What follows belongs to an exercise in optimizing a design on an open flow for small area, a short achievable clock period and few clock cycles per item; a production flow would make more cautious choices.
No run shown here included a check of the RTL's function; only the layout flow was run.

`flow/config.mk`:
```
export PLATFORM = sky130hd
export DESIGN_NAME = iir_df1_biquad_axis
export DESIGN_NICKNAME = iir_df1_biquad_axis
export VERILOG_FILES = /design/flow/design.v
export SDC_FILE = /design/flow/constraint.sdc
export NUM_CORES = 4
export LEC_CHECK = 0
export ABC_AREA = 1
export CAP_MARGIN = 20
export CORE_MARGIN = 2
export CORE_UTILIZATION = 40
export SETUP_SLACK_MARGIN = 3.0
export SLEW_MARGIN = 20
export SYNTH_HIERARCHICAL = 1
export SYNTH_MINIMUM_KEEP_SIZE = 0
```
`flow/constraint.sdc`:
```
create_clock -name core_clock -period 7.0 [get_ports {clk}]
set_input_delay 1.4000 -clock core_clock [delete_from_list [all_inputs] [get_ports {clk}]]
set_output_delay 1.4000 -clock core_clock [all_outputs]
set_load 0.01 [all_outputs]
```
`flow/design.v`:
```
package iir_df1_biquad_axis_pkg;
    localparam int unsigned acc_guard_bits = 3;
endpackage
module iir_fa (
    input  logic a,
    input  logic b,
    input  logic c,
    output logic s,
    output logic co
);
    assign s  = a ^ b ^ c;
    assign co = (a & b) | (a & c) | (b & c);
endmodule
module iir_ha (
    input  logic a,
    input  logic b,
    output logic s,
    output logic co
);
    assign s  = a ^ b;
    assign co = a & b;
endmodule
module iir_df1_biquad_axis
#(
    parameter int unsigned coeff_width  = 16,
    parameter int unsigned inout_width  = 16,
    parameter int unsigned scale_factor = 14,
    parameter int          a1_int_coeff = -31880,
    parameter int          a2_int_coeff = 15531,
    parameter int          bo_int_coeff = 167,
    parameter int          b1_int_coeff = -302,
    parameter int          b2_int_coeff = 167
) (
    input  logic                          clk,
    input  logic                          rst,
    input  logic                          s_axis_tvalid,
    input  logic signed [inout_width-1:0] s_axis_tdata,
    output logic                          m_axis_tready,
    output logic signed [inout_width-1:0] m_axis_tdata,
    output logic                          m_axis_tvalid
);
    logic        v1_q, v2_q, v3_q;        
    logic [15:0] hx1_q, hx2_q;            
    logic [15:0] y1_q;                    
    logic [15:0] yb_q;                    
    logic signed [17:0] r, t_d, t_q;
    logic [31:0]  ga_d, ga_q;
    logic [31:14] gb_d, gb_q;
    logic         gc_d, gc_q;
    logic [31:14] acc;
    logic         hi_ok;
    logic [15:0]  y_sat;
    assign r   = 18'(signed'(hx2_q)) - 18'(signed'(hx1_q)) * 18'sd2;
    assign t_d = 18'(signed'(s_axis_tdata)) + r;
    logic gt1, gt2, gt3, gt4, gt5, gt6, gt7, gt8, gt9, gt10, gt11, gt12;
    logic gt13, gt14, gt15, gt16, gt17, gt18, gt19, gt20, gt21, gt22, gt23, gt24;
    logic gt25, gt26, gt27, gt28, gt29, gt30, gt31, gt32, gt33, gt34, gt35, gt36;
    logic gt37, gt38, gt39, gt40, gt41, gt42, gt43, gt44, gt45, gt46, gt47, gt48;
    logic gt49, gt50, gt51, gt52, gt53, gt54, gt55, gt56, gt57, gt58, gt59, gt60;
    logic gt61, gt62, gt63, gt64, gt65, gt66, gt67, gt68, gt69, gt70, gt71, gt72;
    logic gt73, gt74, gt75, gt76, gt77, gt78, gt79, gt80, gt81, gt82, gt83, gt84;
    logic gt85, gt86, gt87, gt88, gt89, gt90, gt91, gt92, gt93, gt94, gt95, gt96;
    logic gt97, gt98, gt99, gt100, gt101, gt102, gt103, gt104, gt105, gt106, gt107, gt108;
    logic gt109, gt110, gt111, gt112, gt113, gt114, gt115, gt116, gt117, gt118, gt119, gt120;
    logic gt121, gt122, gt123, gt124, gt125, gt126, gt127, gt128, gt129, gt130, gt131, gt132;
    logic gt133, gt134, gt135, gt136, gt137, gt138, gt139, gt140, gt141, gt142, gt143, gt144;
    logic gt145, gt146, gt147, gt148, gt149, gt150, gt151, gt152, gt153, gt154, gt155, gt156;
    logic gt157, gt158, gt159, gt160, gt161, gt162, gt163, gt164, gt165, gt166, gt167, gt168;
    logic gt169, gt170, gt171, gt172, gt173, gt174, gt175, gt176, gt177, gt178, gt179, gt180;
    logic gt181, gt182, gt183, gt184, gt185, gt186, gt187, gt188, gt189, gt190, gt191, gt192;
    logic gt193, gt194, gt195, gt196, gt197, gt198, gt199, gt200, gt201, gt202, gt203, gt204;
    logic gt205, gt206, gt207, gt208, gt209, gt210, gt211, gt212, gt213, gt214, gt215, gt216;
    logic gt217, gt218, gt219, gt220, gt221, gt222, gt223, gt224, gt225, gt226, gt227, gt228;
    logic gt229, gt230, gt231, gt232, gt233, gt234, gt235, gt236, gt237, gt238, gt239, gt240;
    logic gt241, gt242, gt243, gt244, gt245, gt246, gt247, gt248, gt249, gt250, gt251, gt252;
    logic gt253, gt254, gt255, gt256, gt257, gt258, gt259, gt260, gt261, gt262, gt263, gt264;
    logic gt265, gt266, gt267, gt268, gt269, gt270, gt271, gt272, gt273, gt274, gt275, gt276;
    logic gt277, gt278, gt279, gt280, gt281, gt282, gt283, gt284, gt285, gt286, gt287, gt288;
    logic gt289, gt290, gt291, gt292, gt293, gt294, gt295, gt296, gt297, gt298, gt299, gt300;
    logic gt301, gt302, gt303, gt304, gt305, gt306, gt307, gt308, gt309, gt310, gt311, gt312;
    logic gt313, gt314, gt315, gt316, gt317, gt318, gt319, gt320, gt321, gt322, gt323, gt324;
    logic gt325, gt326, gt327, gt328, gt329, gt330, gt331, gt332, gt333, gt334, gt335, gt336;
    logic gt337, gt338, gt339, gt340, gt341, gt342, gt343, gt344, gt345, gt346, gt347, gt348;
    logic gt349, gt350, gt351, gt352, gt353, gt354, gt355, gt356, gt357, gt358, gt359, gt360;
    logic gt361, gt362, gt363, gt364, gt365, gt366, gt367, gt368, gt369, gt370, gt371, gt372;
    logic gt373, gt374, gt375, gt376, gt377, gt378, gt379, gt380, gt381, gt382, gt383, gt384;
    logic gt385, gt386, gt387, gt388, gt389, gt390, gt391, gt392, gt393, gt394, gt395, gt396;
    logic gt397, gt398, gt399, gt400, gt401, gt402, gt403, gt404;
    iir_ha u_gt1 (.a(t_q[8]), .b(yb_q[0]), .s(gt1), .co(gt2));
    iir_fa u_gt3 (.a(t_q[6]), .b(t_q[4]), .c(t_q[2]), .s(gt3), .co(gt4));
    iir_ha u_gt5 (.a(t_q[10]), .b(yb_q[2]), .s(gt5), .co(gt6));
    iir_fa u_gt7 (.a(t_q[7]), .b(t_q[5]), .c(t_q[3]), .s(gt7), .co(gt8));
    iir_fa u_gt9 (.a(t_q[8]), .b(t_q[6]), .c(t_q[4]), .s(gt9), .co(gt10));
    iir_fa u_gt11 (.a(hx2_q[6]), .b(yb_q[11]), .c(yb_q[9]), .s(gt11), .co(gt12));
    iir_fa u_gt13 (.a(t_q[9]), .b(t_q[7]), .c(t_q[5]), .s(gt13), .co(gt14));
    iir_fa u_gt15 (.a(hx2_q[7]), .b(yb_q[12]), .c(yb_q[10]), .s(gt15), .co(gt16));
    iir_fa u_gt17 (.a(t_q[10]), .b(t_q[8]), .c(t_q[6]), .s(gt17), .co(gt18));
    iir_fa u_gt19 (.a(hx2_q[8]), .b(yb_q[13]), .c(yb_q[11]), .s(gt19), .co(gt20));
    iir_ha u_gt21 (.a(t_q[14]), .b(yb_q[6]), .s(gt21), .co(gt22));
    iir_fa u_gt23 (.a(t_q[11]), .b(t_q[9]), .c(t_q[7]), .s(gt23), .co(gt24));
    iir_fa u_gt25 (.a(hx2_q[9]), .b(yb_q[14]), .c(yb_q[12]), .s(gt25), .co(gt26));
    iir_ha u_gt27 (.a(t_q[15]), .b(yb_q[15]), .s(gt27), .co(gt28));
    iir_fa u_gt29 (.a(t_q[12]), .b(t_q[10]), .c(t_q[8]), .s(gt29), .co(gt30));
    iir_fa u_gt31 (.a(hx2_q[10]), .b(yb_q[13]), .c(yb_q[11]), .s(gt31), .co(gt32));
    iir_ha u_gt33 (.a(yb_q[9]), .b(yb_q[5]), .s(gt33), .co(gt34));
    iir_ha u_gt35 (.a(t_q[16]), .b(yb_q[8]), .s(gt35), .co(gt36));
    iir_fa u_gt37 (.a(t_q[13]), .b(t_q[11]), .c(t_q[9]), .s(gt37), .co(gt38));
    iir_fa u_gt39 (.a(hx2_q[11]), .b(yb_q[14]), .c(yb_q[12]), .s(gt39), .co(gt40));
    iir_ha u_gt41 (.a(yb_q[10]), .b(yb_q[6]), .s(gt41), .co(gt42));
    iir_ha u_gt43 (.a(t_q[17]), .b(t_q[14]), .s(gt43), .co(gt44));
    assign gt45 = gt43 | gt44;
    iir_fa u_gt46 (.a(t_q[12]), .b(t_q[10]), .c(hx2_q[12]), .s(gt46), .co(gt47));
    iir_fa u_gt48 (.a(yb_q[15]), .b(yb_q[9]), .c(yb_q[3]), .s(gt48), .co(gt49));
    iir_ha u_gt50 (.a(yb_q[13]), .b(yb_q[11]), .s(gt50), .co(gt51));
    iir_ha u_gt52 (.a(t_q[15]), .b(t_q[13]), .s(gt52), .co(gt53));
    assign gt54 = gt52 | gt53;
    iir_fa u_gt55 (.a(t_q[11]), .b(hx2_q[13]), .c(yb_q[14]), .s(gt55), .co(gt56));
    iir_ha u_gt57 (.a(yb_q[12]), .b(yb_q[8]), .s(gt57), .co(gt58));
    iir_ha u_gt59 (.a(t_q[16]), .b(t_q[14]), .s(gt59), .co(gt60));
    assign gt61 = gt59 | gt60;
    iir_fa u_gt62 (.a(t_q[12]), .b(hx2_q[14]), .c(yb_q[13]), .s(gt62), .co(gt63));
    iir_ha u_gt64 (.a(t_q[17]), .b(hx2_q[15]), .s(gt64), .co(gt65));
    assign gt66 = ~(t_q[17] | hx2_q[15]);
    iir_ha u_gt67 (.a(t_q[2]), .b(t_q[0]), .s(gt67), .co(gt68));
    iir_fa u_gt69 (.a(t_q[3]), .b(t_q[1]), .c(hx2_q[1]), .s(gt69), .co(gt70));
    iir_ha u_gt71 (.a(yb_q[6]), .b(yb_q[4]), .s(gt71), .co(gt72));
    iir_fa u_gt73 (.a(t_q[4]), .b(t_q[2]), .c(t_q[0]), .s(gt73), .co(gt74));
    iir_fa u_gt75 (.a(hx2_q[2]), .b(yb_q[7]), .c(yb_q[5]), .s(gt75), .co(gt76));
    iir_ha u_gt77 (.a(yb_q[3]), .b(yb_q[1]), .s(gt77), .co(gt78));
    iir_fa u_gt79 (.a(t_q[5]), .b(t_q[3]), .c(t_q[1]), .s(gt79), .co(gt80));
    iir_fa u_gt81 (.a(hx2_q[3]), .b(yb_q[8]), .c(yb_q[6]), .s(gt81), .co(gt82));
    assign gt83 = ~gt1;
    iir_fa u_gt84 (.a(yb_q[4]), .b(yb_q[2]), .c(gt83), .s(gt84), .co(gt85));
    iir_fa u_gt86 (.a(hx2_q[4]), .b(yb_q[9]), .c(yb_q[7]), .s(gt86), .co(gt87));
    assign gt88 = ~t_q[9];
    iir_fa u_gt89 (.a(gt88), .b(yb_q[5]), .c(yb_q[3]), .s(gt89), .co(gt90));
    assign gt91 = ~gt3;
    iir_fa u_gt92 (.a(yb_q[1]), .b(gt2), .c(gt91), .s(gt92), .co(gt93));
    iir_fa u_gt94 (.a(hx2_q[5]), .b(yb_q[10]), .c(yb_q[8]), .s(gt94), .co(gt95));
    iir_fa u_gt96 (.a(yb_q[6]), .b(yb_q[4]), .c(yb_q[0]), .s(gt96), .co(gt97));
    assign gt98 = ~gt5;
    iir_fa u_gt99 (.a(gt4), .b(gt98), .c(gt7), .s(gt99), .co(gt100));
    iir_fa u_gt101 (.a(yb_q[7]), .b(yb_q[5]), .c(yb_q[1]), .s(gt101), .co(gt102));
    iir_fa u_gt103 (.a(t_q[11]), .b(yb_q[3]), .c(gt6), .s(gt103), .co(gt104));
    iir_fa u_gt105 (.a(gt8), .b(gt9), .c(gt11), .s(gt105), .co(gt106));
    iir_fa u_gt107 (.a(yb_q[8]), .b(yb_q[6]), .c(yb_q[2]), .s(gt107), .co(gt108));
    iir_fa u_gt109 (.a(gt10), .b(gt12), .c(gt13), .s(gt109), .co(gt110));
    assign gt111 = ~gt15;
    iir_fa u_gt112 (.a(t_q[12]), .b(yb_q[4]), .c(gt111), .s(gt112), .co(gt113));
    iir_fa u_gt114 (.a(yb_q[9]), .b(yb_q[7]), .c(yb_q[3]), .s(gt114), .co(gt115));
    iir_fa u_gt116 (.a(gt14), .b(gt16), .c(gt17), .s(gt116), .co(gt117));
    assign gt118 = ~gt19;
    iir_fa u_gt119 (.a(t_q[13]), .b(yb_q[5]), .c(gt118), .s(gt119), .co(gt120));
    iir_fa u_gt121 (.a(yb_q[10]), .b(yb_q[8]), .c(yb_q[4]), .s(gt121), .co(gt122));
    iir_fa u_gt123 (.a(gt18), .b(gt20), .c(gt23), .s(gt123), .co(gt124));
    assign gt125 = ~gt25;
    iir_fa u_gt126 (.a(yb_q[0]), .b(gt21), .c(gt125), .s(gt126), .co(gt127));
    assign gt128 = ~gt33;
    iir_fa u_gt129 (.a(yb_q[7]), .b(yb_q[1]), .c(gt128), .s(gt129), .co(gt130));
    iir_fa u_gt131 (.a(gt24), .b(gt26), .c(gt29), .s(gt131), .co(gt132));
    assign gt133 = ~gt31;
    iir_fa u_gt134 (.a(gt22), .b(gt27), .c(gt133), .s(gt134), .co(gt135));
    assign gt136 = ~yb_q[2];
    iir_fa u_gt137 (.a(gt136), .b(gt34), .c(gt41), .s(gt137), .co(gt138));
    iir_fa u_gt139 (.a(gt30), .b(gt32), .c(gt37), .s(gt139), .co(gt140));
    assign gt141 = ~gt39;
    iir_fa u_gt142 (.a(gt28), .b(gt35), .c(gt141), .s(gt142), .co(gt143));
    iir_fa u_gt144 (.a(yb_q[7]), .b(gt42), .c(gt50), .s(gt144), .co(gt145));
    iir_fa u_gt146 (.a(gt36), .b(gt43), .c(gt48), .s(gt146), .co(gt147));
    iir_fa u_gt148 (.a(gt38), .b(gt40), .c(gt46), .s(gt148), .co(gt149));
    assign gt150 = ~gt51;
    iir_fa u_gt151 (.a(yb_q[10]), .b(yb_q[4]), .c(gt150), .s(gt151), .co(gt152));
    iir_fa u_gt153 (.a(gt57), .b(gt45), .c(gt47), .s(gt153), .co(gt154));
    assign gt155 = ~gt55;
    iir_fa u_gt156 (.a(gt49), .b(gt52), .c(gt155), .s(gt156), .co(gt157));
    iir_fa u_gt158 (.a(yb_q[15]), .b(yb_q[11]), .c(yb_q[5]), .s(gt158), .co(gt159));
    iir_fa u_gt160 (.a(yb_q[9]), .b(gt58), .c(gt54), .s(gt160), .co(gt161));
    assign gt162 = ~gt59;
    iir_fa u_gt163 (.a(gt56), .b(gt162), .c(gt62), .s(gt163), .co(gt164));
    iir_fa u_gt165 (.a(t_q[15]), .b(t_q[13]), .c(yb_q[14]), .s(gt165), .co(gt166));
    assign gt167 = ~yb_q[10];
    iir_fa u_gt168 (.a(yb_q[12]), .b(gt167), .c(yb_q[6]), .s(gt168), .co(gt169));
    iir_fa u_gt170 (.a(gt64), .b(gt61), .c(gt63), .s(gt170), .co(gt171));
    iir_ha u_gt172 (.a(t_q[16]), .b(t_q[14]), .s(gt172), .co(gt173));
    assign gt174 = gt172 | gt173;
    iir_fa u_gt175 (.a(yb_q[15]), .b(yb_q[13]), .c(yb_q[7]), .s(gt175), .co(gt176));
    iir_ha u_gt177 (.a(yb_q[11]), .b(gt66), .s(gt177), .co(gt178));
    iir_fa u_gt179 (.a(t_q[17]), .b(yb_q[14]), .c(yb_q[8]), .s(gt179), .co(gt180));
    iir_ha u_gt181 (.a(t_q[1]), .b(yb_q[4]), .s(gt181), .co(gt182));
    iir_fa u_gt183 (.a(hx2_q[0]), .b(yb_q[5]), .c(yb_q[3]), .s(gt183), .co(gt184));
    iir_ha u_gt185 (.a(t_q[5]), .b(yb_q[1]), .s(gt185), .co(gt186));
    assign gt187 = ~t_q[5] & yb_q[1];
    assign gt188 = ~t_q[6];
    iir_fa u_gt189 (.a(gt188), .b(yb_q[2]), .c(yb_q[0]), .s(gt189), .co(gt190));
    iir_fa u_gt191 (.a(gt68), .b(gt71), .c(gt69), .s(gt191), .co(gt192));
    assign gt193 = ~t_q[7];
    iir_fa u_gt194 (.a(gt193), .b(gt72), .c(gt77), .s(gt194), .co(gt195));
    iir_fa u_gt196 (.a(gt70), .b(gt73), .c(gt75), .s(gt196), .co(gt197));
    iir_fa u_gt198 (.a(gt78), .b(gt74), .c(gt76), .s(gt198), .co(gt199));
    iir_fa u_gt200 (.a(gt79), .b(gt81), .c(gt84), .s(gt200), .co(gt201));
    iir_fa u_gt202 (.a(gt80), .b(gt82), .c(gt86), .s(gt202), .co(gt203));
    assign gt204 = ~gt92;
    iir_fa u_gt205 (.a(gt89), .b(gt85), .c(gt204), .s(gt205), .co(gt206));
    iir_fa u_gt207 (.a(gt87), .b(gt90), .c(gt94), .s(gt207), .co(gt208));
    assign gt209 = ~gt93;
    iir_fa u_gt210 (.a(gt96), .b(gt209), .c(gt99), .s(gt210), .co(gt211));
    iir_fa u_gt212 (.a(gt95), .b(gt97), .c(gt101), .s(gt212), .co(gt213));
    assign gt214 = ~gt103;
    iir_fa u_gt215 (.a(gt100), .b(gt214), .c(gt105), .s(gt215), .co(gt216));
    iir_fa u_gt217 (.a(gt102), .b(gt107), .c(gt106), .s(gt217), .co(gt218));
    assign gt219 = ~gt109;
    iir_fa u_gt220 (.a(gt104), .b(gt219), .c(gt112), .s(gt220), .co(gt221));
    iir_fa u_gt222 (.a(gt108), .b(gt114), .c(gt110), .s(gt222), .co(gt223));
    assign gt224 = ~gt116;
    iir_fa u_gt225 (.a(gt113), .b(gt224), .c(gt119), .s(gt225), .co(gt226));
    iir_fa u_gt227 (.a(gt115), .b(gt121), .c(gt117), .s(gt227), .co(gt228));
    assign gt229 = ~gt123;
    iir_fa u_gt230 (.a(gt120), .b(gt229), .c(gt126), .s(gt230), .co(gt231));
    iir_fa u_gt232 (.a(gt122), .b(gt124), .c(gt131), .s(gt232), .co(gt233));
    iir_fa u_gt234 (.a(gt129), .b(gt127), .c(gt134), .s(gt234), .co(gt235));
    iir_fa u_gt236 (.a(gt130), .b(gt135), .c(gt142), .s(gt236), .co(gt237));
    iir_fa u_gt238 (.a(gt137), .b(gt132), .c(gt139), .s(gt238), .co(gt239));
    iir_fa u_gt240 (.a(gt138), .b(gt144), .c(gt140), .s(gt240), .co(gt241));
    assign gt242 = ~gt148;
    iir_fa u_gt243 (.a(gt143), .b(gt146), .c(gt242), .s(gt243), .co(gt244));
    iir_fa u_gt245 (.a(gt145), .b(gt149), .c(gt153), .s(gt245), .co(gt246));
    iir_fa u_gt247 (.a(gt151), .b(gt147), .c(gt156), .s(gt247), .co(gt248));
    iir_fa u_gt249 (.a(gt158), .b(gt152), .c(gt157), .s(gt249), .co(gt250));
    iir_fa u_gt251 (.a(gt154), .b(gt160), .c(gt163), .s(gt251), .co(gt252));
    assign gt253 = ~gt165;
    iir_fa u_gt254 (.a(gt159), .b(gt253), .c(gt168), .s(gt254), .co(gt255));
    iir_fa u_gt256 (.a(gt161), .b(gt164), .c(gt170), .s(gt256), .co(gt257));
    iir_fa u_gt258 (.a(gt169), .b(gt172), .c(gt175), .s(gt258), .co(gt259));
    iir_fa u_gt260 (.a(gt166), .b(gt177), .c(gt171), .s(gt260), .co(gt261));
    iir_fa u_gt262 (.a(t_q[15]), .b(yb_q[12]), .c(gt174), .s(gt262), .co(gt263));
    assign gt264 = ~gt178;
    iir_fa u_gt265 (.a(gt176), .b(gt179), .c(gt264), .s(gt265), .co(gt266));
    iir_ha u_gt267 (.a(t_q[16]), .b(yb_q[15]), .s(gt267), .co(gt268));
    assign gt269 = gt267 | gt268;
    assign gt270 = ~yb_q[13];
    iir_fa u_gt271 (.a(gt270), .b(yb_q[9]), .c(gt180), .s(gt271), .co(gt272));
    iir_ha u_gt273 (.a(t_q[17]), .b(yb_q[10]), .s(gt273), .co(gt274));
    iir_ha u_gt275 (.a(t_q[0]), .b(yb_q[3]), .s(gt275), .co(gt276));
    assign gt277 = ~t_q[4];
    iir_fa u_gt278 (.a(gt277), .b(yb_q[2]), .c(yb_q[0]), .s(gt278), .co(gt279));
    assign gt280 = ~gt185;
    iir_fa u_gt281 (.a(gt182), .b(gt280), .c(gt67), .s(gt281), .co(gt282));
    iir_fa u_gt283 (.a(gt187), .b(gt184), .c(gt189), .s(gt283), .co(gt284));
    iir_fa u_gt285 (.a(gt190), .b(gt194), .c(gt192), .s(gt285), .co(gt286));
    iir_fa u_gt287 (.a(gt195), .b(gt197), .c(gt198), .s(gt287), .co(gt288));
    iir_fa u_gt289 (.a(gt199), .b(gt202), .c(gt201), .s(gt289), .co(gt290));
    iir_fa u_gt291 (.a(gt203), .b(gt207), .c(gt206), .s(gt291), .co(gt292));
    iir_fa u_gt293 (.a(gt208), .b(gt212), .c(gt211), .s(gt293), .co(gt294));
    iir_fa u_gt295 (.a(gt213), .b(gt216), .c(gt217), .s(gt295), .co(gt296));
    assign gt297 = ~gt221;
    iir_fa u_gt298 (.a(gt218), .b(gt297), .c(gt222), .s(gt298), .co(gt299));
    assign gt300 = ~gt226;
    iir_fa u_gt301 (.a(gt223), .b(gt300), .c(gt227), .s(gt301), .co(gt302));
    assign gt303 = ~gt231;
    iir_fa u_gt304 (.a(gt228), .b(gt303), .c(gt232), .s(gt304), .co(gt305));
    assign gt306 = ~gt233;
    iir_fa u_gt307 (.a(gt306), .b(gt235), .c(gt236), .s(gt307), .co(gt308));
    assign gt309 = ~gt237;
    iir_fa u_gt310 (.a(gt309), .b(gt239), .c(gt240), .s(gt310), .co(gt311));
    assign gt312 = ~gt244;
    iir_fa u_gt313 (.a(gt241), .b(gt312), .c(gt245), .s(gt313), .co(gt314));
    assign gt315 = ~gt246;
    iir_fa u_gt316 (.a(gt315), .b(gt248), .c(gt249), .s(gt316), .co(gt317));
    assign gt318 = ~gt252;
    iir_fa u_gt319 (.a(gt254), .b(gt250), .c(gt318), .s(gt319), .co(gt320));
    assign gt321 = ~gt257;
    iir_fa u_gt322 (.a(gt255), .b(gt258), .c(gt321), .s(gt322), .co(gt323));
    assign gt324 = ~gt262;
    iir_fa u_gt325 (.a(gt259), .b(gt324), .c(gt265), .s(gt325), .co(gt326));
    iir_fa u_gt327 (.a(gt267), .b(gt271), .c(gt266), .s(gt327), .co(gt328));
    assign gt329 = ~gt273;
    iir_fa u_gt330 (.a(yb_q[14]), .b(gt269), .c(gt329), .s(gt330), .co(gt331));
    iir_ha u_gt332 (.a(yb_q[15]), .b(yb_q[11]), .s(gt332), .co(gt333));
    assign gt334 = ~(yb_q[15] | yb_q[11]);
    iir_ha u_gt335 (.a(t_q[1]), .b(yb_q[1]), .s(gt335), .co(gt336));
    assign gt337 = ~t_q[1] & yb_q[1];
    assign gt338 = ~t_q[2];
    iir_fa u_gt339 (.a(gt338), .b(yb_q[2]), .c(yb_q[0]), .s(gt339), .co(gt340));
    assign gt341 = ~t_q[3];
    iir_fa u_gt342 (.a(gt341), .b(yb_q[1]), .c(gt275), .s(gt342), .co(gt343));
    iir_fa u_gt344 (.a(gt276), .b(gt181), .c(gt278), .s(gt344), .co(gt345));
    iir_fa u_gt346 (.a(gt279), .b(gt183), .c(gt281), .s(gt346), .co(gt347));
    iir_fa u_gt348 (.a(gt282), .b(gt283), .c(gt191), .s(gt348), .co(gt349));
    iir_fa u_gt350 (.a(gt284), .b(gt196), .c(gt285), .s(gt350), .co(gt351));
    iir_fa u_gt352 (.a(gt286), .b(gt287), .c(gt200), .s(gt352), .co(gt353));
    iir_fa u_gt354 (.a(gt288), .b(gt205), .c(gt289), .s(gt354), .co(gt355));
    iir_fa u_gt356 (.a(gt210), .b(gt290), .c(gt291), .s(gt356), .co(gt357));
    iir_fa u_gt358 (.a(gt215), .b(gt292), .c(gt293), .s(gt358), .co(gt359));
    assign gt360 = ~gt220;
    iir_fa u_gt361 (.a(gt360), .b(gt294), .c(gt295), .s(gt361), .co(gt362));
    assign gt363 = ~gt225;
    iir_fa u_gt364 (.a(gt363), .b(gt296), .c(gt298), .s(gt364), .co(gt365));
    assign gt366 = ~gt230;
    iir_fa u_gt367 (.a(gt366), .b(gt299), .c(gt301), .s(gt367), .co(gt368));
    assign gt369 = ~gt234;
    iir_fa u_gt370 (.a(gt369), .b(gt302), .c(gt304), .s(gt370), .co(gt371));
    assign gt372 = ~gt307;
    iir_fa u_gt373 (.a(gt238), .b(gt305), .c(gt372), .s(gt373), .co(gt374));
    assign gt375 = ~gt310;
    iir_fa u_gt376 (.a(gt243), .b(gt308), .c(gt375), .s(gt376), .co(gt377));
    assign gt378 = ~gt247;
    iir_fa u_gt379 (.a(gt378), .b(gt311), .c(gt313), .s(gt379), .co(gt380));
    assign gt381 = ~gt316;
    iir_fa u_gt382 (.a(gt251), .b(gt314), .c(gt381), .s(gt382), .co(gt383));
    assign gt384 = ~gt256;
    iir_fa u_gt385 (.a(gt384), .b(gt317), .c(gt319), .s(gt385), .co(gt386));
    assign gt387 = ~gt260;
    iir_fa u_gt388 (.a(gt387), .b(gt320), .c(gt322), .s(gt388), .co(gt389));
    assign gt390 = ~gt261;
    iir_fa u_gt391 (.a(gt390), .b(gt325), .c(gt323), .s(gt391), .co(gt392));
    assign gt393 = ~gt263;
    iir_fa u_gt394 (.a(gt393), .b(gt326), .c(gt327), .s(gt394), .co(gt395));
    assign gt396 = ~gt330;
    iir_fa u_gt397 (.a(gt396), .b(gt272), .c(gt328), .s(gt397), .co(gt398));
    assign gt399 = ~gt274;
    iir_fa u_gt400 (.a(gt332), .b(gt399), .c(gt331), .s(gt400), .co(gt401));
    iir_ha u_gt402 (.a(yb_q[12]), .b(gt334), .s(gt402), .co(gt403));
    assign gt404 = ~yb_q[12] & gt334;
    logic [14:0] g_lo;
    assign g_lo = {1'b0, gt362, gt359, gt357, gt355, gt353, gt351, gt349, gt347, gt345, gt343, gt340, gt337, ~t_q[0], t_q[0]} + {1'b0, gt364, gt361, gt358, gt356, gt354, gt352, gt350, gt348, gt346, gt344, gt342, gt339, ~gt335, yb_q[0]};
    assign ga_d = {1'b1, 1'b0, ~yb_q[14], ~yb_q[13], gt404, gt401, ~gt398, ~gt395, ~gt392, ~gt389, ~gt386, gt383, gt380, ~gt377, gt374, gt371, gt368, gt365, g_lo[13:0]};
    assign gb_d = {1'b0, 1'b0, yb_q[15], yb_q[14], yb_q[13], ~gt402, gt400, ~gt397, ~gt394, ~gt391, ~gt388, ~gt385, gt382, gt379, ~gt376, gt373, gt370, gt367};
    assign gc_d = g_lo[14];
    logic lt1, lt2, lt3, lt4, lt5, lt6, lt7, lt8, lt9, lt10, lt11, lt12;
    logic lt13, lt14, lt15, lt16, lt17, lt18, lt19, lt20, lt21, lt22, lt23, lt24;
    logic lt25, lt26, lt27, lt28, lt29, lt30, lt31, lt32, lt33, lt34, lt35, lt36;
    logic lt37, lt38, lt39, lt40, lt41, lt42, lt43, lt44, lt45, lt46, lt47, lt48;
    logic lt49, lt50, lt51, lt52, lt53, lt54, lt55, lt56, lt57, lt58, lt59, lt60;
    logic lt61, lt62, lt63, lt64, lt65, lt66, lt67, lt68, lt69, lt70, lt71, lt72;
    logic lt73, lt74, lt75, lt76, lt77, lt78, lt79, lt80, lt81, lt82, lt83, lt84;
    logic lt85, lt86, lt87, lt88, lt89, lt90, lt91, lt92, lt93, lt94, lt95, lt96;
    logic lt97, lt98, lt99, lt100, lt101, lt102, lt103, lt104, lt105, lt106, lt107, lt108;
    logic lt109, lt110, lt111, lt112, lt113, lt114, lt115, lt116, lt117, lt118, lt119, lt120;
    logic lt121, lt122, lt123, lt124, lt125, lt126, lt127, lt128, lt129, lt130, lt131, lt132;
    logic lt133, lt134, lt135, lt136, lt137, lt138, lt139, lt140, lt141, lt142, lt143, lt144;
    logic lt145, lt146, lt147, lt148;
    iir_fa u_lt1 (.a(ga_q[14]), .b(gb_q[14]), .c(gc_q), .s(lt1), .co(lt2));
    iir_fa u_lt3 (.a(ga_q[15]), .b(gb_q[15]), .c(y1_q[12]), .s(lt3), .co(lt4));
    iir_ha u_lt5 (.a(y1_q[8]), .b(y1_q[0]), .s(lt5), .co(lt6));
    iir_fa u_lt7 (.a(ga_q[16]), .b(gb_q[16]), .c(y1_q[13]), .s(lt7), .co(lt8));
    assign lt9 = ~y1_q[6];
    iir_fa u_lt10 (.a(y1_q[9]), .b(lt9), .c(y1_q[1]), .s(lt10), .co(lt11));
    iir_fa u_lt12 (.a(ga_q[17]), .b(gb_q[17]), .c(y1_q[14]), .s(lt12), .co(lt13));
    assign lt14 = ~y1_q[7];
    iir_fa u_lt15 (.a(y1_q[10]), .b(lt14), .c(y1_q[2]), .s(lt15), .co(lt16));
    iir_fa u_lt17 (.a(ga_q[18]), .b(gb_q[18]), .c(y1_q[11]), .s(lt17), .co(lt18));
    assign lt19 = ~y1_q[3];
    iir_fa u_lt20 (.a(y1_q[15]), .b(y1_q[8]), .c(lt19), .s(lt20), .co(lt21));
    iir_fa u_lt22 (.a(ga_q[19]), .b(gb_q[19]), .c(y1_q[12]), .s(lt22), .co(lt23));
    iir_ha u_lt24 (.a(y1_q[9]), .b(y1_q[4]), .s(lt24), .co(lt25));
    assign lt26 = ~y1_q[9] & y1_q[4];
    iir_fa u_lt27 (.a(ga_q[20]), .b(gb_q[20]), .c(y1_q[13]), .s(lt27), .co(lt28));
    iir_ha u_lt29 (.a(y1_q[10]), .b(y1_q[5]), .s(lt29), .co(lt30));
    assign lt31 = ~y1_q[10] & y1_q[5];
    iir_fa u_lt32 (.a(ga_q[21]), .b(gb_q[21]), .c(y1_q[14]), .s(lt32), .co(lt33));
    iir_ha u_lt34 (.a(y1_q[11]), .b(y1_q[6]), .s(lt34), .co(lt35));
    assign lt36 = ~y1_q[11] & y1_q[6];
    iir_fa u_lt37 (.a(ga_q[22]), .b(gb_q[22]), .c(y1_q[7]), .s(lt37), .co(lt38));
    iir_ha u_lt39 (.a(y1_q[15]), .b(y1_q[12]), .s(lt39), .co(lt40));
    assign lt41 = ~(y1_q[15] | y1_q[12]);
    iir_fa u_lt42 (.a(ga_q[23]), .b(gb_q[23]), .c(y1_q[8]), .s(lt42), .co(lt43));
    iir_ha u_lt44 (.a(ga_q[24]), .b(gb_q[24]), .s(lt44), .co(lt45));
    iir_ha u_lt46 (.a(ga_q[25]), .b(gb_q[25]), .s(lt46), .co(lt47));
    iir_ha u_lt48 (.a(ga_q[10]), .b(y1_q[7]), .s(lt48), .co(lt49));
    iir_fa u_lt50 (.a(ga_q[11]), .b(y1_q[8]), .c(y1_q[4]), .s(lt50), .co(lt51));
    iir_fa u_lt52 (.a(ga_q[12]), .b(y1_q[9]), .c(y1_q[5]), .s(lt52), .co(lt53));
    iir_fa u_lt54 (.a(ga_q[13]), .b(y1_q[10]), .c(y1_q[6]), .s(lt54), .co(lt55));
    assign lt56 = ~y1_q[4];
    iir_fa u_lt57 (.a(y1_q[11]), .b(y1_q[7]), .c(lt56), .s(lt57), .co(lt58));
    iir_fa u_lt59 (.a(lt5), .b(lt2), .c(lt3), .s(lt59), .co(lt60));
    iir_fa u_lt61 (.a(lt6), .b(lt4), .c(lt7), .s(lt61), .co(lt62));
    iir_fa u_lt63 (.a(lt8), .b(lt11), .c(lt12), .s(lt63), .co(lt64));
    iir_fa u_lt65 (.a(lt13), .b(lt16), .c(lt17), .s(lt65), .co(lt66));
    assign lt67 = ~lt18;
    iir_fa u_lt68 (.a(lt24), .b(lt67), .c(lt21), .s(lt68), .co(lt69));
    iir_fa u_lt70 (.a(lt26), .b(lt23), .c(lt27), .s(lt70), .co(lt71));
    iir_fa u_lt72 (.a(lt31), .b(lt28), .c(lt32), .s(lt72), .co(lt73));
    iir_fa u_lt74 (.a(lt36), .b(lt39), .c(lt33), .s(lt74), .co(lt75));
    iir_fa u_lt76 (.a(lt41), .b(lt38), .c(lt42), .s(lt76), .co(lt77));
    assign lt78 = ~y1_q[14];
    iir_fa u_lt79 (.a(lt78), .b(y1_q[9]), .c(lt44), .s(lt79), .co(lt80));
    iir_fa u_lt81 (.a(y1_q[15]), .b(y1_q[10]), .c(lt45), .s(lt81), .co(lt82));
    iir_fa u_lt83 (.a(ga_q[26]), .b(gb_q[26]), .c(y1_q[11]), .s(lt83), .co(lt84));
    iir_ha u_lt85 (.a(ga_q[27]), .b(gb_q[27]), .s(lt85), .co(lt86));
    iir_ha u_lt87 (.a(ga_q[28]), .b(gb_q[28]), .s(lt87), .co(lt88));
    iir_ha u_lt89 (.a(ga_q[29]), .b(gb_q[29]), .s(lt89), .co(lt90));
    iir_ha u_lt91 (.a(ga_q[7]), .b(y1_q[4]), .s(lt91), .co(lt92));
    iir_fa u_lt93 (.a(ga_q[8]), .b(y1_q[5]), .c(y1_q[1]), .s(lt93), .co(lt94));
    iir_fa u_lt95 (.a(ga_q[9]), .b(y1_q[6]), .c(y1_q[2]), .s(lt95), .co(lt96));
    assign lt97 = ~y1_q[0];
    iir_fa u_lt98 (.a(y1_q[3]), .b(lt97), .c(lt48), .s(lt98), .co(lt99));
    assign lt100 = ~y1_q[1];
    iir_fa u_lt101 (.a(lt100), .b(lt49), .c(lt50), .s(lt101), .co(lt102));
    assign lt103 = ~y1_q[2];
    iir_fa u_lt104 (.a(lt103), .b(lt51), .c(lt52), .s(lt104), .co(lt105));
    iir_fa u_lt106 (.a(lt19), .b(lt53), .c(lt54), .s(lt106), .co(lt107));
    iir_fa u_lt108 (.a(lt55), .b(lt57), .c(lt1), .s(lt108), .co(lt109));
    assign lt110 = ~y1_q[5];
    iir_fa u_lt111 (.a(lt110), .b(lt58), .c(lt59), .s(lt111), .co(lt112));
    iir_fa u_lt113 (.a(lt10), .b(lt60), .c(lt61), .s(lt113), .co(lt114));
    iir_fa u_lt115 (.a(lt15), .b(lt62), .c(lt63), .s(lt115), .co(lt116));
    assign lt117 = ~lt20;
    iir_fa u_lt118 (.a(lt117), .b(lt64), .c(lt65), .s(lt118), .co(lt119));
    assign lt120 = ~lt68;
    iir_fa u_lt121 (.a(lt22), .b(lt66), .c(lt120), .s(lt121), .co(lt122));
    assign lt123 = ~lt70;
    iir_fa u_lt124 (.a(lt29), .b(lt69), .c(lt123), .s(lt124), .co(lt125));
    assign lt126 = ~lt34;
    iir_fa u_lt127 (.a(lt126), .b(lt71), .c(lt72), .s(lt127), .co(lt128));
    iir_fa u_lt129 (.a(lt37), .b(lt73), .c(lt74), .s(lt129), .co(lt130));
    assign lt131 = ~y1_q[13];
    iir_fa u_lt132 (.a(lt131), .b(lt75), .c(lt76), .s(lt132), .co(lt133));
    iir_fa u_lt134 (.a(lt43), .b(lt79), .c(lt77), .s(lt134), .co(lt135));
    iir_fa u_lt136 (.a(lt46), .b(lt80), .c(lt81), .s(lt136), .co(lt137));
    iir_fa u_lt138 (.a(lt47), .b(lt83), .c(lt82), .s(lt138), .co(lt139));
    iir_fa u_lt140 (.a(y1_q[12]), .b(lt85), .c(lt84), .s(lt140), .co(lt141));
    iir_fa u_lt142 (.a(y1_q[13]), .b(lt86), .c(lt87), .s(lt142), .co(lt143));
    iir_fa u_lt144 (.a(y1_q[14]), .b(lt88), .c(lt89), .s(lt144), .co(lt145));
    iir_ha u_lt146 (.a(y1_q[15]), .b(lt90), .s(lt146), .co(lt147));
    assign lt148 = ~y1_q[15] & lt90;
    logic [31:0] l_sum;
    assign l_sum = {lt148, lt145, lt143, lt141, lt139, lt137, lt135, lt133, lt130, lt128, ~lt125, lt122, lt119, lt116, lt114, lt112, lt109, lt107, lt105, lt102, lt99, lt96, lt94, lt92, lt91, ga_q[6], ga_q[5], ga_q[4], ga_q[3], ga_q[2], ga_q[1], ga_q[0]} + {1'b1, ~lt146, lt144, lt142, lt140, lt138, lt136, lt134, lt132, lt129, lt127, ~lt124, lt121, lt118, lt115, lt113, lt111, lt108, lt106, lt104, lt101, lt98, lt95, lt93, y1_q[0], y1_q[3], y1_q[2], y1_q[1], y1_q[0], 1'b0, 1'b0, 1'b0};
    assign acc = l_sum[31:14];
    assign hi_ok = (acc[31:29] == 3'b000) || (acc[31:29] == 3'b111);
    assign y_sat = hi_ok ? acc[29:14] : {acc[31], {15{~acc[31]}}};
    always_ff @(posedge clk) begin
        t_q  <= t_d;
        ga_q <= ga_d;
        gb_q <= gb_d;
        gc_q <= gc_d;
        if (rst) begin
            v1_q  <= 1'b0;
            v2_q  <= 1'b0;
            v3_q  <= 1'b0;
            hx1_q <= '0;
            hx2_q <= '0;
            y1_q  <= '0;
            yb_q  <= '0;
        end else begin
            v1_q <= s_axis_tvalid;
            v2_q <= v1_q;
            v3_q <= v2_q;
            if (s_axis_tvalid) begin
                hx1_q <= s_axis_tdata;
                hx2_q <= hx1_q;
            end
            if (v2_q) begin
                y1_q <= y_sat;
            end
            if (v1_q && v2_q) begin
                yb_q <= y_sat;
            end else if (v1_q || v2_q) begin
                yb_q <= y1_q;
            end
        end
    end
    assign m_axis_tready = 1'b1;
    assign m_axis_tdata  = y1_q;
    assign m_axis_tvalid = v3_q;
endmodule
```
`flow/run.sh`:
```
#!/bin/bash
# synth_recipe.tcl (not shown) runs the flow's synth.tcl, then flattens the netlist and writes it again
# the make line also repeats each setting of config.mk as NAME=value (left out here)
make -C /OpenROAD-flow-scripts/flow DESIGN_CONFIG=/design/flow/config.mk WORK_HOME=/design/flow/orfs CLKGATE_MAP_FILE= SYNTH_SCRIPT=/design/flow/synth_recipe.tcl finish
```
==> impl_metrics.json, run 1 <==
{
  "fin_worst_skew_ps": 12.0,
  "drc": 0,
  "antenna_cells": 0,
  "avgSynthCellArea_um2": 9.05,
  "path_max_fanout": 3,
  "finalSetupTns_ps": 0,
  "clock-sinks": 129,
  "fp.dieW_um": 178,
  "cp.arrival_ps": 4480,
  "start_util_pct": 40.8,
  "period_needed_ps": 4170,
  "min_period_over_period_pct": 59.6,
  "die_area_um2": 31800,
  "r2r_slack_ps": 2830,
  "final_antenna_net_count": 0,
  "clock.fmax_ghz": 0.240,
  "dp_cells": 1750,
  "hold_viol": 0,
  "path_cells": "fa_1, inv_2, fa_1, inv_2, fa_2, fa_1, fa_1, ha_4, nand2_4, inv_4, a221oi_4, nand3_2, a21o_1, a21o_1, xor2_1",
  "final_cell_area_um2": 13700,
  "reg2reg_from": "t_q[6]",
  "maxSlewHeadroom_pct": 36.8,
  "worstSetupPathType": "flip-flop to flip-flop",
  "cts_tree": "built",
  "drive_above_1_share_pct": 9.36,
  "grt_pass1_vias": 9100,
  "synth_fp_nets": 1670,
  "dp_hpwl_mm": 23.4,
  "slew_viol_final": 0,
  "min_from": "hx2_q[14]",
  "grt_max_degree": 46,
  "htreeDepth": 4,
  "syn_area_um2": 12200,
  "die_y_um": 178,
  "setup.worst_path.start_class": "flip-flop",
  "rows": 63,
  "stdcell_count": 1789,
  "synth.top_cell.area_share_pct": 34.5,
  "setup_viol": 0,
  "rr_worst_depth": 15,
  "portBuffers": 35,
  "synth_most_common_cell": "inv_1",
  "gp_congestion": 0.866,
  "cap_violations": 0,
  "status": "complete, no violations",
  "clockBufferDepth": 2,
  "critPathMaxStageDelay_ps": 540,
  "synth_flop_cell": "dfxtp_1",
  "slowest_stage": "fa_1",
  "dpl-instance-area_um2": 12900,
  "rsz0062_at_grt": "true",
  "grt_first_pass_wirelength_mm": 46.7,
  "worst_hold_path.endpoint": "hx2_q[14]",
  "synth-edff-count": 0,
  "fin_nets": 1712,
  "worst_setup_path_end_kind": "flip-flop",
  "ys_ff_latch": 129,
  "synthDistinctLibCells": 41,
  "synth_common_cells": "274 x inv_1, 219 x nand2_1, 210 x fa_1",
  "synth_top_cell_by_area": "fa_1",
  "synth_warnings": 7,
  "async_reset_ff_share_pct": 0,
  "ios": 37,
  "synthToLayoutAreaGrowth_pct": 12.9,
  "worst-path-buf-inv": 3,
  "clk_latency_ps": 420,
  "synthCells": 1345,
  "yosys-top-cells-area": "fa_1 35%, dfxtp_1 21%, ha_1 9.9%",
  "avgRoutedWirePerCell_um": 15.7,
  "clockRootBuffer": "clkbuf_16",
  "overflow": 0,
  "drt-total-wl_mm": 28.1,
  "coreArea_um2": 29800,
  "r2r-end": "ga_q[13]",
  "place_ws_ps": 2700,
  "holdPathStages": 2,
  "hold_path_class": "flip-flop to flip-flop",
  "path_delay_family": "adder cells",
  "first_iter_violations": 406,
  "antenna_found_initial": 0,
  "clk_pin_slew_ps": 60,
  "via_per_inst": 4.82,
  "worstMarginPinSlew_ps": 946,
  "critPathMostFrequentCell": "fa_1",
  "grt_util_all_layers_pct": 19.0,
  "cp.required_ps": 7310,
  "dr.pass1.iters": 5,
  "vias": 8618,
  "finalWorstSetupSlack_ps": 2830,
  "cts_buffers": 17,
  "synth_seq_area_share_pct": 21.2
}
## worst min-delay path, delay by kind of cell (launching register included)
kind            cells  cell delay (ps)
compound gates      1               70
buf+inv             1               90
flops               1              320
## worst max-delay path by stage
stage,startpoint,slack (ps),to,depth (start not counted)
after floorplan,t_q[6],2930,gc_q,15
after global placement,yb_q[7],2790,gc_q,12
after detailed placement,yb_q[0],2700,gc_q,14
after CTS,t_q[6],2860,gc_q,15
after global routing,t_q[6],2640,ga_q[13],15
final,t_q[6],2830,ga_q[13],15
## cell type report
cell class / count / area, um2
repair buffers: 45 / 429
inverters: 278 / 1050
clock buffers: 18 / 439
multi-input cells: 916 / 8540
well taps: 390 / 488
fillers: 2903 / 16100
flip-flops and latches: 129 / 2630
clock inverters: 13 / 163
## modules after synthesis, one instance, submodules excluded
module / cells / flops+latches / times used
iir_df1_biquad_axis: 1112 / 129 / 1
iir_fa: 1 / 0 / 194
iir_ha: 1 / 0 / 39
## registers in the layout, indices dropped and copies added, names as in the netlist
register,count
ga_q,27
gb_q,16
gc_q,1
hx1_q,16
hx2_q,16
t_q,18
v1_q,1
v2_q,1
v3_q,1
y1_q,16
yb_q,16
## layout by cell type, fill, tap and decap left out, drive strengths merged
| cell | n |
|---|---|
| a221oi | 1 |
| a21oi | 104 |
| o22ai | 5 |
| nor4 | 2 |
| nand3 | 48 |
| o21bai | 5 |
| inv | 278 |
| fa | 210 |
| clkbuf | 18 |
| a31oi | 1 |
| conb | 1 |
| clkinvlp | 3 |
| nand3b | 1 |
| nand4 | 2 |
| clkinv | 7 |
| clkdlybuf4s50 | 35 |
| nand2 | 243 |
| ha | 96 |
| o2111ai | 1 |
| xnor2 | 7 |
| xor2 | 29 |
| buf | 10 |
| a21boi | 2 |
| a21o | 7 |
| nor3 | 5 |
| bufinv | 3 |
| dfxtp | 129 |
| or2 | 5 |
| nor2 | 67 |
| o211ai | 1 |
| o21ai | 73 |
## cell families (layout without fill, tap and decap cells)
family | Yosys count | after routing | share of synthesized area, %
AOI/OAI and AO/OA | 200 | 200 | 8.87
xor gates and xnor gates | 36 | 36 | 2.59
adders and majority gates | 306 | 306 | 44.4
buffers and inverters | 301 | 354 | 9.77
DFF | 129 | 129 | 21.2
other | 1 | 1 | 0.0308
and+or+nand+nor | 372 | 373 | 13.1
## what timing repair did
item	CTS	global route
hold buffers	0	0
setup buffers	3	4
pin swaps	5	5
cloned	0	1
setup endpoints to repair	15	34
gates resized for setup	10	45
## stage by stage
stage	hold WS, ps	util, %
after floorplan	472	-
after global placement	516	43.3
after detailed placement	522	43.3
after CTS	532	45.5
after global routing	570	46.1
final	526	46.1
## metal layers
layer,wire (um),GRT usage [%]
met1,13800,26.6
met2,12800,30.6
met3,954,2.77
met4,625,5.66
met5,0,0
==> inputs of run 2 (changes only) <==
--- a/flow/config.mk
+++ b/flow/config.mk
@@ -5,7 +5,6 @@
 export SDC_FILE = /design/flow/constraint.sdc
 export NUM_CORES = 4
 export LEC_CHECK = 0
-export ABC_AREA = 1
 export CAP_MARGIN = 20
 export CORE_MARGIN = 2
 export CORE_UTILIZATION = 40
==> impl_metrics.json, run 2 <==
{
  "start_util_pct": 40.7,
  "synth_common_cells": "210 x fa_1, 168 x inv_1, 129 x dfxtp_1",
  "synth_fp_nets": 1402,
  "synth_seq_area_share_pct": 22.1,
  "vias": 7870,
  "clk_pin_slew_ps": 60,
  "period_needed_ps": 4180,
  "antenna_cells": 0,
  "avgRoutedWirePerCell_um": 17.2,
  "synth_fa_ha_area_share_pct": 46.3,
  "synthCells": 1077,
  "status": "complete, no violations",
  "min_from": "hx1_q[12]",
  "grt_first_pass_wirelength_mm": 45.3,
  "cts_tree": "built",
  "cp.required_ps": 7330,
  "rr_worst_depth": 16,
  "setup_viol": 0,
  "die_y_um": 175,
  "r2r-end": "y1_q[13]",
  "rsz0062_at_grt": "true",
  "layout_commonest_cell": "fa_1",
  "largest_reg_flops": 27,
  "gp_congestion": 0.827,
  "largest-register": "ga_q",
  "grt_pass1_vias": 8647,
  "async_reset_ff_share_pct": 0,
  "coreArea_um2": 28700,
  "synthMuxAreaShare_pct": 3.81,
  "clock-sinks": 129,
  "htreeDepth": 4,
  "synthDistinctLibCells": 66,
  "drive_above_1_share_pct": 20.5,
  "clockRootBuffer": "clkbuf_16",
  "overflow": 0,
  "holdPathStages": 2,
  "worstMarginPinSlew_ps": 1020,
  "worstSetupPathType": "flip-flop to flip-flop",
  "dr.pass1.iters": 5,
  "die_area_um2": 30600,
  "timing.hold.ws_ps": 551,
  "path_cells": "buf_4, buf_4, ha_4, fa_1, fa_1, ha_4, a211o_1, o221a_4, o21ai_2, nand2b_1, a41o_4, a31oi_4, buf_4, o2111ai_2, buf_4, a211oi_2",
  "drc": 0,
  "holdBufCountCts": 0,
  "critPathMostFrequentCell": "buf_4",
  "syn_area_um2": 11700,
  "antenna_found_initial": 0,
  "synth_warnings": 7,
  "setup.worst_path.start_class": "flip-flop",
  "path_max_fanout": 4,
  "first_iter_violations": 416,
  "synth_top_family_by_area": "adder cells",
  "synth_flop_cell": "dfxtp_1",
  "avgSynthCellArea_um2": 10.8,
  "maxSlewHeadroom_pct": 31.7,
  "clockBufferDepth": 2,
  "clock.fmax_ghz": 0.239,
  "synth.top_cell.area_share_pct": 36.0,
  "synth_top_cell_by_area": "fa_1",
  "worst_hold_path.endpoint": "hx1_q[12]",
  "synth_most_common_cell": "fa_1",
  "ios": 37,
  "slowest_stage": "fa_1",
  "critPathMaxStageDelay_ps": 570,
  "synth-edff-count": 0,
  "portBuffers": 35,
  "final_antenna_net_count": 0,
  "cts_buffers": 17,
  "fin_worst_skew_ps": 13.9,
  "grt_max_degree": 68,
  "hold_viol": 0,
  "synthToLayoutAreaGrowth_pct": 20.5,
  "top_regs": "ga_q (27), t_q (18)",
  "via_per_inst": 5.05,
  "synth-simple-area-share_pct": 8.06,
  "yosys-top-cells-area": "fa_1 36%, dfxtp_1 22%, ha_1 10%",
  "synth_compound_area_share_pct": 10.9,
  "cap_violations": 0,
  "min_period_over_period_pct": 59.7,
  "ys_ff_latch": 129,
  "finalSetupTns_ps": 0,
  "num-fill-cells": 2585,
  "grt_util_all_layers_pct": 18.9,
  "fin_nets": 1488,
  "reg2reg_from": "y1_q[8]",
  "drt-total-wl_mm": 26.8,
  "synth_xor_area_share_pct": 2.40,
  "hold_path_class": "flip-flop to flip-flop",
  "rows": 62,
  "dp_hpwl_mm": 19.6,
  "fp.dieW_um": 175,
  "worst_setup_path_end_kind": "flip-flop",
  "r2r_slack_ps": 2820,
  "mostFrequentLayoutCells": "203 x fa_1, 159 x inv_1, 99 x dfxtp_1, 94 x nor2_1, 82 x ha_1",
  "clk_latency_ps": 430,
  "slew_viol_final": 0,
  "cp.arrival_ps": 4510
}
## run 2: cell types whose count changed in the layout (fill, tap and decap cells not counted), sizes merged, moves of 12 or more
| cell | delta |
|---|---|
| o21ai | -37 |
| xor2 | -15 |
| a21oi | -59 |
| nand2 | -216 |
| a211oi | +27 |
| nand3 | -38 |
| nor2 | +29 |
| nor2b | +12 |
| buf | +48 |
| mux2i | +32 |
| inv | -110 |
## run 2: cell type report
cell class / count / area (um2) / share of cell area [%]
clock buffers: 21 / 470 / 3.34
clock inverters: 10 / 110 / 0.783
inverters: 168 / 631 / 4.48
multi-input cells: 755 / 8870 / 63.0
flip-flops and latches: 129 / 2660 / 18.9
well taps: 384 / 480 / 3.42
repair buffers: 92 / 845 / 6.00
## run 2: through the flow
stage / setup WS (ps) / cell area (um2) / util (%) / cells
floorplan: 2990 / 11700 / - / 1077
global placement: 2300 / 12500 / 43.5 / 1475
detailed placement: 2310 / 12500 / 43.5 / 1475
CTS: 2830 / 13800 / 47.9 / 1548
global route: 2700 / 14100 / 49.0 / 1559
finish: 2820 / 14100 / 49.0 / 1559
## run 2: layer usage
layer,share of wire (%),global-route usage [%],wire (um),vias up
met5,0,0,0,-
met4,2.1,5.56,573,0
met3,2.8,2.74,749,35
met2,49,32.8,13200,135
met1,46,24.6,12300,4006
li1,-,-,-,3694
## run 2: critical path: cells and delay by family (launching register included)
kind / cells / cell delay, ps
buf+inv: 4 / 640
simple gates: 1 / 90
compound gates: 7 / 1490
flops: 1 / 360
fa+ha+maj: 4 / 1510
## run 2: worst max path at each step
stage | slack, ps | to | startpoint | depth (start not counted)
6_report | 2820 | y1_q[13] | y1_q[8] | 16
5_1_grt | 2700 | y1_q[14] | ga_q[20] | 17
4_1_cts | 2830 | yb_q[2] | ga_q[23] | 13
3_5_place_dp | 2310 | t_q[16] | s_axis_tdata[2] | 14
3_3_place_gp | 2300 | t_q[16] | s_axis_tdata[2] | 14
2_1_floorplan | 2990 | yb_q[14] | y1_q[12] | 13
## run 2: logic make-up after synthesis
group / count (synthesis)
and+or+nand+nor: 201
adders and majority gates: 306
other: 1
DFF: 129
buffers and inverters: 193
xor gates and xnor gates: 32
muxes: 43
AOI/OAI and AO/OA: 172
## run 2: Yosys stat by module (local to each module, per instance)
module	cells	times used
iir_df1_biquad_axis	844	1
iir_fa	1	194
iir_ha	1	39
## run 2: what timing repair did
action	CTS	global route
gates resized for setup	96	54
cloned	0	1
setup endpoints to repair	40	39
pin swaps	45	48
setup buffers	42	10

-- re-timing with driven ports --
In the flow no input, the clock included, has a driving cell. The finished layouts below were timed again as built, in two steps. Step 1 (the two cells are an assumption about what drives the block):
set clk [get_ports {clk}]
set_driving_cell -lib_cell sky130_fd_sc_hd__clkbuf_16 $clk
set_driving_cell -lib_cell sky130_fd_sc_hd__buf_2 [delete_from_list [all_inputs] $clk]
Step 2 times the ports against the registers' clock, not the clock port: input delays grow and output delays shrink by t, the midpoint of the rising clock arrivals with the driver on. Three values: ideal, step 1, step 2; two values: the first two.
run | t (ns) | slack for setup (ns) | latest minus earliest clock arrival (ns)
run 1 | 0.461 | 2.828 / 2.828 / 2.746 | 0.013 / 0.014
run 2 | 0.469 | 2.820 / 2.820 / 2.639 | 0.015 / 0.014
After both steps setup and hold are still met in every run listed. The setup slack of run 2, which loses most, moves by 0.000 ns with the drivers and by -0.181 ns with both steps.
